This design comes from an exercise in tuning for a short achievable clock period and few clock cycles per item on the open sky130 flow, not from production work.
Function was checked by simulation only, so behaviour that the tests miss may differ from the original.
Power and IR drop assume default switching activity.

### config.mk
export PLATFORM = sky130hd
export DESIGN_NAME = pcie_app
export DESIGN_NICKNAME = pcie_app
export VERILOG_FILES = /design/flow/design.v
export SDC_FILE = /design/flow/constraint.sdc
export NUM_CORES = 4
export LEC_CHECK = 0
export CAP_MARGIN = 20
export CORE_MARGIN = 2
export CORE_UTILIZATION = 40
export SLEW_MARGIN = 20
### constraint.sdc
create_clock -name core_clock -period 4.0 [get_ports {pcie_core_clk_i}]
set_input_delay 0.8000 -clock core_clock [delete_from_list [all_inputs] [get_ports {pcie_core_clk_i}]]
set_output_delay 0.8000 -clock core_clock [all_outputs]
set_load 0.01 [all_outputs]
### design.v
package pcie_app_pkg;
  localparam int DATA_W      = 64;
  localparam int KEEP_W      = DATA_W / 8;
  localparam int REG_ADDR_W  = 10;
  localparam int USER_ADDR_W = 9;
  localparam logic [31:0] DESIGN_ID = 32'hA5E0_0101;
  localparam logic [7:0] FMT_TYPE_MRD32 = 8'h00;
  localparam logic [7:0] FMT_TYPE_MWR32 = 8'h40;
  localparam logic [7:0] FMT_TYPE_CPLD  = 8'h4A;
  typedef union packed {
    struct packed {
      logic [15:0] rid;
      logic [7:0]  tag;
      logic [3:0]  last_be;
      logic [3:0]  first_be;
      logic [7:0]  fmt_type;
      logic        rsvd0;
      logic [2:0]  tc;
      logic [3:0]  rsvd1;
      logic        td;
      logic        ep;
      logic [1:0]  attr;
      logic [1:0]  rsvd2;
      logic [9:0]  length;
    } hdr;
    struct packed {
      logic [31:0] data;
      logic [29:0] addr;
      logic [1:0]  addr_rsvd;
    } ad;
  } tlp_beat_u;
endpackage
`timescale 1ns/100ps
import pcie_app_pkg::*;
module pcie_rx_engine
(
  input  logic                  pcie_core_clk_i,
  input  logic                  rst_n_i,
  input  logic [DATA_W-1:0]     m_axis_rx_tdata_i,
  input  logic                  m_axis_rx_tlast_i,
  input  logic                  m_axis_rx_tvalid_i,
  output logic                  m_axis_rx_tready_o,
  output logic [REG_ADDR_W-1:0] reg_addr_o,
  output logic [31:0]           reg_wdata_o,
  output logic                  reg_wr_o,
  input  logic                  reg_wr_ack_i,
  output logic                  reg_rd_o,
  input  logic                  reg_rd_ack_i,
  input  logic [31:0]           reg_rdata_i,
  output logic                  req_compl_o,
  input  logic                  compl_done_i,
  output logic [2:0]            req_tc_o,
  output logic [1:0]            req_attr_o,
  output logic [15:0]           req_rid_o,
  output logic [7:0]            req_tag_o,
  output logic [6:0]            req_addr_o,
  output logic [31:0]           cpl_data_o
);
  localparam logic [2:0] ST_IDLE     = 3'd0;
  localparam logic [2:0] ST_HDR      = 3'd1;
  localparam logic [2:0] ST_DISCARD  = 3'd2;
  localparam logic [2:0] ST_WRITE    = 3'd3;
  localparam logic [2:0] ST_READ     = 3'd4;
  localparam logic [2:0] ST_CPL_WAIT = 3'd5;
  logic [2:0] state_q;
  pcie_app_pkg::tlp_beat_u beat;
  logic       beat_ok;
  logic       hdr_supported;
  logic       is_wr_q;
  function automatic logic [31:0] dw_swap(input logic [31:0] dw);
    dw_swap = {dw[7:0], dw[15:8], dw[23:16], dw[31:24]};
  endfunction
  assign beat    = m_axis_rx_tdata_i;
  assign beat_ok = m_axis_rx_tvalid_i && m_axis_rx_tready_o;
  assign hdr_supported = ((beat.hdr.fmt_type == FMT_TYPE_MRD32) ||
                          (beat.hdr.fmt_type == FMT_TYPE_MWR32)) &&
                         (beat.hdr.length == 10'd1);
  assign m_axis_rx_tready_o = (state_q == ST_IDLE) || (state_q == ST_HDR) ||
                              (state_q == ST_DISCARD);
  always_ff @(posedge pcie_core_clk_i or negedge rst_n_i)
  begin
    if (!rst_n_i)
    begin
      state_q     <= ST_IDLE;
      is_wr_q     <= 1'b0;
      reg_wr_o    <= 1'b0;
      reg_rd_o    <= 1'b0;
      req_compl_o <= 1'b0;
    end
    else
    begin
      reg_wr_o <= 1'b0;
      case (state_q)
        ST_IDLE:
          if (beat_ok && !m_axis_rx_tlast_i)
          begin
            if (hdr_supported)
            begin
              state_q <= ST_HDR;
              is_wr_q <= (beat.hdr.fmt_type == FMT_TYPE_MWR32);
            end
            else
              state_q <= ST_DISCARD;
          end
        ST_HDR:
          if (beat_ok)
          begin
            if (is_wr_q)
            begin
              reg_wr_o <= 1'b1;
              state_q  <= ST_IDLE;
            end
            else
            begin
              reg_rd_o <= 1'b1;
              state_q  <= ST_READ;
            end
          end
        ST_DISCARD:
          if (beat_ok && m_axis_rx_tlast_i)
            state_q <= ST_IDLE;
        ST_READ:
          if (reg_rd_ack_i)
          begin
            reg_rd_o    <= 1'b0;
            req_compl_o <= 1'b1;
            state_q     <= ST_CPL_WAIT;
          end
        ST_CPL_WAIT:
          if (compl_done_i)
          begin
            req_compl_o <= 1'b0;
            state_q     <= ST_IDLE;
          end
        default:
          state_q <= ST_IDLE;
      endcase
    end
  end
  always_ff @(posedge pcie_core_clk_i)
  begin
    if (beat_ok && (state_q == ST_IDLE))
    begin
      req_tc_o   <= beat.hdr.tc;
      req_attr_o <= beat.hdr.attr;
      req_rid_o  <= beat.hdr.rid;
      req_tag_o  <= beat.hdr.tag;
    end
    if (beat_ok && (state_q == ST_HDR))
    begin
      reg_addr_o  <= beat.ad.addr[REG_ADDR_W-1:0];
      reg_wdata_o <= dw_swap(beat.ad.data);
      req_addr_o  <= {beat.ad.addr[4:0], 2'b00};
    end
    if ((state_q == ST_READ) && reg_rd_ack_i)
      cpl_data_o <= reg_rdata_i;
  end
endmodule
`timescale 1ns/100ps
import pcie_app_pkg::*;
module pcie_reg_file
#(
  parameter int NUM_REGS = 16
)
(
  input  logic                   pcie_core_clk_i,
  input  logic                   rst_n_i,
  input  logic [REG_ADDR_W-1:0]  reg_addr_i,
  input  logic [31:0]            reg_wdata_i,
  input  logic                   reg_wr_i,
  output logic                   reg_wr_ack_o,
  input  logic                   reg_rd_i,
  output logic                   reg_rd_ack_o,
  output logic [31:0]            reg_rdata_o,
  output logic [USER_ADDR_W-1:0] user_addr_o,
  output logic [31:0]            user_data_o,
  output logic                   user_wr_req_o,
  input  logic [31:0]            user_data_i,
  input  logic                   user_rd_ack_i,
  output logic                   user_rd_req_o
);
  logic [31:0] regs_q [1:NUM_REGS-1];
  logic        sel_id;
  logic        sel_scratch;
  logic        sel_user;
  logic        rd_start;
  logic [31:0] local_rdata;
  assign sel_user    = reg_addr_i[REG_ADDR_W-1];
  assign sel_id      = (reg_addr_i == '0);
  assign sel_scratch = !sel_user && !sel_id && (reg_addr_i < REG_ADDR_W'(NUM_REGS));
  assign rd_start = reg_rd_i && !reg_rd_ack_o && !user_rd_req_o;
  always_comb
  begin
    if (sel_id)
      local_rdata = DESIGN_ID;
    else if (sel_scratch)
      local_rdata = regs_q[reg_addr_i];
    else
      local_rdata = '0;
  end
  always_ff @(posedge pcie_core_clk_i or negedge rst_n_i)
  begin
    if (!rst_n_i)
    begin
      for (int i = 1; i < NUM_REGS; i++)
        regs_q[i] <= '0;
    end
    else if (reg_wr_i && sel_scratch)
      regs_q[reg_addr_i] <= reg_wdata_i;
  end
  always_ff @(posedge pcie_core_clk_i or negedge rst_n_i)
  begin
    if (!rst_n_i)
    begin
      reg_wr_ack_o  <= 1'b0;
      reg_rd_ack_o  <= 1'b0;
      user_wr_req_o <= 1'b0;
      user_rd_req_o <= 1'b0;
    end
    else
    begin
      reg_wr_ack_o  <= reg_wr_i;
      user_wr_req_o <= reg_wr_i && sel_user;
      reg_rd_ack_o  <= (rd_start && !sel_user) || (user_rd_req_o && user_rd_ack_i);
      if (rd_start && sel_user)
        user_rd_req_o <= 1'b1;
      else if (user_rd_ack_i)
        user_rd_req_o <= 1'b0;
    end
  end
  always_ff @(posedge pcie_core_clk_i)
  begin
    if (rd_start && !sel_user)
      reg_rdata_o <= local_rdata;
    else if (user_rd_req_o && user_rd_ack_i)
      reg_rdata_o <= user_data_i;
    if ((reg_wr_i || rd_start) && sel_user)
      user_addr_o <= reg_addr_i[USER_ADDR_W-1:0];
    if (reg_wr_i && sel_user)
      user_data_o <= reg_wdata_i;
  end
endmodule
`timescale 1ns/100ps
import pcie_app_pkg::*;
module pcie_tx_engine
(
  input  logic              pcie_core_clk_i,
  input  logic              rst_n_i,
  input  logic              s_axis_tx_tready_i,
  output logic [DATA_W-1:0] s_axis_tx_tdata_o,
  output logic [KEEP_W-1:0] s_axis_tx_tkeep_o,
  output logic              s_axis_tx_tlast_o,
  output logic              s_axis_tx_tvalid_o,
  input  logic              req_compl_i,
  output logic              compl_done_o,
  input  logic [2:0]        req_tc_i,
  input  logic [1:0]        req_attr_i,
  input  logic [15:0]       req_rid_i,
  input  logic [7:0]        req_tag_i,
  input  logic [6:0]        req_addr_i,
  input  logic [31:0]       cpl_data_i,
  input  logic [15:0]       completer_id_i
);
  localparam logic [1:0] TX_IDLE  = 2'd0;
  localparam logic [1:0] TX_BEAT0 = 2'd1;
  localparam logic [1:0] TX_BEAT1 = 2'd2;
  logic [1:0]  state_q;
  logic [31:0] cpl_dw0;
  logic [31:0] cpl_dw1;
  logic [31:0] cpl_dw2;
  logic        beat_acc;
  function automatic logic [31:0] dw_swap(input logic [31:0] dw);
    dw_swap = {dw[7:0], dw[15:8], dw[23:16], dw[31:24]};
  endfunction
  assign cpl_dw0 = {FMT_TYPE_CPLD, 1'b0, req_tc_i, 4'b0000, 2'b00, req_attr_i, 2'b00, 10'd1};
  assign cpl_dw1 = {completer_id_i, 3'b000, 1'b0, 12'd4};
  assign cpl_dw2 = {req_rid_i, req_tag_i, 1'b0, req_addr_i};
  assign s_axis_tx_tvalid_o = (state_q != TX_IDLE);
  assign s_axis_tx_tlast_o  = (state_q == TX_BEAT1);
  assign s_axis_tx_tkeep_o  = '1;
  assign beat_acc     = s_axis_tx_tvalid_o && s_axis_tx_tready_i;
  assign compl_done_o = beat_acc && s_axis_tx_tlast_o;
  always_ff @(posedge pcie_core_clk_i or negedge rst_n_i)
  begin
    if (!rst_n_i)
      state_q <= TX_IDLE;
    else
    begin
      case (state_q)
        TX_IDLE:
          if (req_compl_i)
            state_q <= TX_BEAT0;
        TX_BEAT0:
          if (s_axis_tx_tready_i)
            state_q <= TX_BEAT1;
        TX_BEAT1:
          if (s_axis_tx_tready_i)
            state_q <= TX_IDLE;
        default:
          state_q <= TX_IDLE;
      endcase
    end
  end
  always_ff @(posedge pcie_core_clk_i)
  begin
    if ((state_q == TX_IDLE) && req_compl_i)
      s_axis_tx_tdata_o <= {cpl_dw1, cpl_dw0};
    else if ((state_q == TX_BEAT0) && s_axis_tx_tready_i)
      s_axis_tx_tdata_o <= {dw_swap(cpl_data_i), cpl_dw2};
  end
endmodule
`timescale 1ns/100ps
import pcie_app_pkg::*;
module pcie_app
#(
  parameter int NUM_REGS = 16
)
(
  input  logic                   pcie_core_clk_i,
  input  logic                   rst_n_i,
  input  logic                   s_axis_tx_tready_i,
  output logic [DATA_W-1:0]      s_axis_tx_tdata_o,
  output logic [KEEP_W-1:0]      s_axis_tx_tkeep_o,
  output logic                   s_axis_tx_tlast_o,
  output logic                   s_axis_tx_tvalid_o,
  input  logic [DATA_W-1:0]      m_axis_rx_tdata_i,
  input  logic                   m_axis_rx_tlast_i,
  input  logic                   m_axis_rx_tvalid_i,
  output logic                   m_axis_rx_tready_o,
  input  logic [7:0]             cfg_bus_number_i,
  input  logic [4:0]             cfg_device_number_i,
  input  logic [2:0]             cfg_function_number_i,
  output logic [31:0]            user_data_o,
  output logic [USER_ADDR_W-1:0] user_addr_o,
  output logic                   user_wr_req_o,
  input  logic [31:0]            user_data_i,
  input  logic                   user_rd_ack_i,
  output logic                   user_rd_req_o
);
  logic [15:0]           completer_id;
  logic [REG_ADDR_W-1:0] reg_addr;
  logic [31:0]           reg_wdata;
  logic                  reg_wr;
  logic                  reg_wr_ack;
  logic                  reg_rd;
  logic                  reg_rd_ack;
  logic [31:0]           reg_rdata;
  logic                  req_compl;
  logic                  compl_done;
  logic [2:0]            req_tc;
  logic [1:0]            req_attr;
  logic [15:0]           req_rid;
  logic [7:0]            req_tag;
  logic [6:0]            req_addr;
  logic [31:0]           cpl_data;
  assign completer_id = {cfg_bus_number_i, cfg_device_number_i, cfg_function_number_i};
  pcie_rx_engine rx_engine0 (
    .pcie_core_clk_i    (pcie_core_clk_i),
    .rst_n_i            (rst_n_i),
    .m_axis_rx_tdata_i  (m_axis_rx_tdata_i),
    .m_axis_rx_tlast_i  (m_axis_rx_tlast_i),
    .m_axis_rx_tvalid_i (m_axis_rx_tvalid_i),
    .m_axis_rx_tready_o (m_axis_rx_tready_o),
    .reg_addr_o         (reg_addr),
    .reg_wdata_o        (reg_wdata),
    .reg_wr_o           (reg_wr),
    .reg_wr_ack_i       (reg_wr_ack),
    .reg_rd_o           (reg_rd),
    .reg_rd_ack_i       (reg_rd_ack),
    .reg_rdata_i        (reg_rdata),
    .req_compl_o        (req_compl),
    .compl_done_i       (compl_done),
    .req_tc_o           (req_tc),
    .req_attr_o         (req_attr),
    .req_rid_o          (req_rid),
    .req_tag_o          (req_tag),
    .req_addr_o         (req_addr),
    .cpl_data_o         (cpl_data)
  );
  pcie_reg_file #(
    .NUM_REGS (NUM_REGS)
  ) reg_file0 (
    .pcie_core_clk_i (pcie_core_clk_i),
    .rst_n_i         (rst_n_i),
    .reg_addr_i      (reg_addr),
    .reg_wdata_i     (reg_wdata),
    .reg_wr_i        (reg_wr),
    .reg_wr_ack_o    (reg_wr_ack),
    .reg_rd_i        (reg_rd),
    .reg_rd_ack_o    (reg_rd_ack),
    .reg_rdata_o     (reg_rdata),
    .user_addr_o     (user_addr_o),
    .user_data_o     (user_data_o),
    .user_wr_req_o   (user_wr_req_o),
    .user_data_i     (user_data_i),
    .user_rd_ack_i   (user_rd_ack_i),
    .user_rd_req_o   (user_rd_req_o)
  );
  pcie_tx_engine tx_engine0 (
    .pcie_core_clk_i    (pcie_core_clk_i),
    .rst_n_i            (rst_n_i),
    .s_axis_tx_tready_i (s_axis_tx_tready_i),
    .s_axis_tx_tdata_o  (s_axis_tx_tdata_o),
    .s_axis_tx_tkeep_o  (s_axis_tx_tkeep_o),
    .s_axis_tx_tlast_o  (s_axis_tx_tlast_o),
    .s_axis_tx_tvalid_o (s_axis_tx_tvalid_o),
    .req_compl_i        (req_compl),
    .compl_done_o       (compl_done),
    .req_tc_i           (req_tc),
    .req_attr_i         (req_attr),
    .req_rid_i          (req_rid),
    .req_tag_i          (req_tag),
    .req_addr_i         (req_addr),
    .cpl_data_i         (cpl_data),
    .completer_id_i     (completer_id)
  );
endmodule
### run.sh
#!/bin/bash
# synth_recipe.tcl (not shown) runs the flow's synth.tcl, then flattens the netlist and writes it again
# the make line also repeats each setting of config.mk as NAME=value (left out here)
make -C /OpenROAD-flow-scripts/flow DESIGN_CONFIG=/design/flow/config.mk WORK_HOME=/design/flow/orfs CLKGATE_MAP_FILE= SYNTH_SCRIPT=/design/flow/synth_recipe.tcl finish
==> results_dict.tcl <==
set metrics [dict create \
    status "timing/DRC/antenna clean" \
    io_buffers 218 \
    synth_edf_count 197 \
    io_pins 236 \
    rsz0062_at_grt "false" \
    relSlewSlack_pct 22.1 \
    ir_drop_v 0.000318 \
    initial_utilization_pct 40.5 \
    first_iter_violations 1988 \
    maxCapViolCount 0 \
    numCtsBuffers 79 \
    slew_viol_final 0 \
    hp-class "input port to asynchronous set/reset pin" \
    r2r_end "reg_file0.reg_rdata_o[24]$_DFFE_PP_" \
    critPathArrivalTime_ns 3.84 \
    r2r_cells 7 \
    final_area_um2 37100 \
    syn_area_per_cell_um2 14.4 \
    crit_chain "buf_4 > nand2b_1 > nor2_1 > o2bb2ai_1 > a2111oi_1 > buf_4 > o21ai_0" \
    ys_async_sr_fraction_pct 67.4 \
    grt_usage_pct 25.1 \
    layout-drive-gt1-share_pct 32.1 \
    reg2reg_setup_slack_ns 0.53 \
    final_antenna_net_count 0 \
    synth_cell_types 72 \
    grt_max_degree 102 \
    synthFlopType "dfrtp_1" \
    core_area_um2 75900 \
    clock_path_buffers 3 \
    tightest_slew_ns 1.17 \
    totalWireLength_mm 99.7 \
    crit_start "rx_engine0.reg_addr_o[1]$_DFFE_PP_" \
    cts_tree "built" \
    die_area_um2 79100 \
    cts_resized 0 \
    clkTransAtPathRegs_ns 0.06 \
    end_kind "flop" \
    power-per-cell-area_nw_per_um2 439 \
    ys_ff_latch 730 \
    layout.nets 2492 \
    dr.pass1.iters 5 \
    synth_cells 2136 \
    antenna_found_initial 2 \
    fin_crit_sh_pct 86.7 \
    grt_pass1_vias 20600 \
    drcViolationCount 0 \
    dpl.hpwl_mm 64.4 \
    grt_pass1_wl_mm 144 \
    post-route-min-period_ns 3.47 \
    cts_root_buf "clkbuf_16" \
    setup_viol 0 \
    via_per_inst 5.87 \
    post-cts-setup-buffers 0 \
    die_y_um 281 \
    finalHoldViolCount 0 \
    place_congestion 0.845 \
    r2r-start "rx_engine0.reg_addr_o[1]$_DFFE_PP_" \
    placed_area_um2 34400 \
    cp_data_required_time_ns 4.38 \
    grt-ovfl-total 0 \
    antennaDiodeCount 0 \
    ys_seq_area_share_pct 62.0 \
    clk_latency_ns 0.64 \
    vias 20400 \
    cp-start-kind "flop" \
    crit_top_cell "buf_4" \
    ys.warnings.count 4 \
    layout_setup_ws_ns 0.534 \
    syn_to_final_growth_pct 20.8 \
    cp_slowest_cell "a2111oi_1" \
    fmax_mhz 288 \
    cts.sinks 730 \
    slowest_delay_ns 0.87 \
    leakage_nw 16.5 \
    cp_max_fo 23 \
    die_w_um 281 \
    cts_hold_buf 0 \
    synth_area_um2 30700 \
    skew_ns 0.0251 \
    preCtsSetupSlack_ns 0.604 \
    htree_levels 3 \
    rows 101 \
    setup_tns_ns 0 \
    fin_util_pct 48.9 \
    wl_per_cell_um 28.7 \
    worstSetupPathType "flop to flop" \
]
[where the power goes]
part / internal, mW / switching, mW / total [mW]
registers: 7.83 / 0.0989 / 7.93
clock network: 4.35 / 3.17 / 7.52
logic: 0.483 / 0.390 / 0.873
[layout make-up]
type / instances / area, um^2
fillers: 6534 / 38800
well taps: 1030 / 1290
inverters: 10 / 37.5
repair buffers: 339 / 3260
clock buffers: 111 / 2230
flip-flops and latches: 730 / 19000
multi-input cells: 1214 / 10800
clock inverters: 35 / 454
[stage by stage]
step	hold WS [ns]	std cells	total power, mW
after floorplan	0.400	2144	8.31
after global placement	0.401	3323	8.95
after detailed placement	0.405	3323	8.96
after CTS	0.228	3469	16.5
after global routing	0.266	3469	16.9
final	0.216	3469	16.3
[worst max-delay path by stage]
stage	to	slack [ns]
final	reg_file0.reg_rdata_o[24]$_DFFE_PP_	0.53
after global routing	reg_file0.reg_rdata_o[4]$_DFFE_PP_	0.50
after detailed placement	reg_file0.reg_rdata_o[24]$_DFFE_PP_	0.60
after CTS	reg_file0.reg_rdata_o[24]$_DFFE_PP_	0.59
after global placement	reg_file0.reg_rdata_o[24]$_DFFE_PP_	0.64
after floorplan	rx_engine0.is_wr_q$_DFFE_PN0P_	0.55
[synth_stat cells (6+ instances only)]
cell	number	area, um^2
nor4_1	8	50.1
a22oi_1	62	465
nor3_1	13	65.1
a2111oi_0	9	78.8
a22o_1	70	613
nor2_1	36	135
nor2b_1	13	81.3
buf_6	7	78.8
a2bb2oi_1	6	52.6
o221ai_1	10	87.6
dfrtp_1	492	12300
a221oi_1	21	184
o22ai_1	33	206
a211oi_1	12	90.1
a21oi_1	34	170
a32o_1	7	70.1
mux2_2	487	5480
nand2_1	85	319
nor3b_1	7	52.6
nand2b_1	14	87.6
o21ai_0	40	200
o2bb2ai_1	9	78.8
a222oi_1	6	60.1
nand3_1	17	85.1
inv_1	9	33.8
mux2i_1	49	490
buf_4	21	158
buf_2	81	405
a32oi_1	27	236
dfxtp_1	41	821
buf_1	7	26.3
clkbuf_1	74	278
mux2_1	26	293
and2_1	9	56.3
o211ai_1	7	52.6
nand3_4	6	105
o22a_1	8	70.1
edfxtp_1	197	5920
[state kept, by name (all words and copies together), names as in the netlist, 2 cells and up]
| register | count |
|---|---|
| reg_file0.regs_q | 480 |
| tx_engine0.s_axis_tx_tdata_o | 62 |
| reg_file0.reg_rdata_o | 32 |
| reg_file0.user_data_o | 32 |
| rx_engine0.cpl_data_o | 32 |
| rx_engine0.reg_wdata_o | 32 |
| rx_engine0.req_rid_o | 16 |
| rx_engine0.reg_addr_o | 10 |
| reg_file0.user_addr_o | 9 |
| rx_engine0.req_tag_o | 8 |
| rx_engine0.req_tc_o | 3 |
| rx_engine0.state_q | 3 |
| rx_engine0.req_attr_o | 2 |
| tx_engine0.state_q | 2 |
[cells by family (layout without fill, tap and decap cells)]
family | after synthesis | in the layout | share of synthesized area, %
AO/OA/AOI/OAI | 391 | 391 | 9.66
buffers and inverters | 200 | 495 | 3.20
flip-flops | 730 | 730 | 62.0
multiplexers | 565 | 565 | 20.6
other | 2 | 10 | 0.0244
AND/OR/NAND/NOR | 248 | 248 | 4.53
[critical path: cells and delay by family (launching register included)]
family / cells / cell delay [ns]
AO/OA/AOI/OAI: 3 / 1.15
buffers and inverters: 2 / 0.64
flip-flops: 1 / 0.68
AND/OR/NAND/NOR: 2 / 0.72
[per-layer routing]
metal	track usage [%]	part of all wire [%]	vias up	wire length, um
met4	9.71	3.6	2	3610
li1	-	-	8543	-
met3	4.87	7.8	197	7800
met1	33.8	42	10700	41800
met2	40.0	47	931	46400
met5	0	0.013	-	13
[placed cells by master, fill, tap and decap left out, types with 9 or more instances in the layout]
| cell | Yosys | final |
|---|---|---|
| a211oi_1 | 12 | 12 |
| a21oi_1 | 34 | 33 |
| a221oi_1 | 21 | 21 |
| a22o_1 | 70 | 70 |
| a22oi_1 | 62 | 62 |
| a32oi_1 | 27 | 27 |
| buf_12 | 0 | 13 |
| buf_4 | 21 | 108 |
| clkbuf_1 | 74 | 21 |
| clkbuf_16 | 0 | 81 |
| clkbuf_8 | 0 | 9 |
| clkdlybuf4s50_1 | 0 | 217 |
| clkinv_2 | 0 | 13 |
| conb_1 | 2 | 10 |
| dfrtp_1 | 492 | 492 |
| dfxtp_1 | 41 | 41 |
| edfxtp_1 | 197 | 197 |
| inv_1 | 9 | 9 |
| mux2_1 | 26 | 26 |
| mux2_2 | 487 | 487 |
| mux2i_1 | 49 | 49 |
| nand2_1 | 85 | 84 |
| nand2b_1 | 14 | 13 |
| nand3_1 | 17 | 17 |
| nor2_1 | 36 | 33 |
| nor2b_1 | 13 | 10 |
| nor3_1 | 13 | 11 |
| o21ai_0 | 40 | 40 |
| o221ai_1 | 10 | 10 |
| o22ai_1 | 33 | 33 |
| o2bb2ai_1 | 9 | 9 |
Testbench counts, summed over its fixed seeds: cycles 17,128, requests 3,200.

## re-timing with driven ports
In the flow no input, the clock included, has a driving cell. The finished layout below was timed again as built, in two steps. Step 1 assumes that a clkbuf_16 drives the clock port and a buf_2 every other input. Step 2, shift: input delay + t, output delay - t, t = (earliest + latest rising clock arrival at the registers) / 2. This alone moves slack from input paths to output paths. a / b / c = ideal / step 1 / step 2; a / b = the first two.
shift t [ns]: 0.700
setup slack, ns: 0.534 / 0.534 / 0.534
worst setup path at the end: register to register
clock arrival spread, ns: 0.034 / 0.033
worst data-port slew with drivers (ns): 0.07
After both steps setup and hold are still met in this run. For this run, drivers alone change the setup slack by 0.000 ns; drivers and shift together by 0.000 ns.
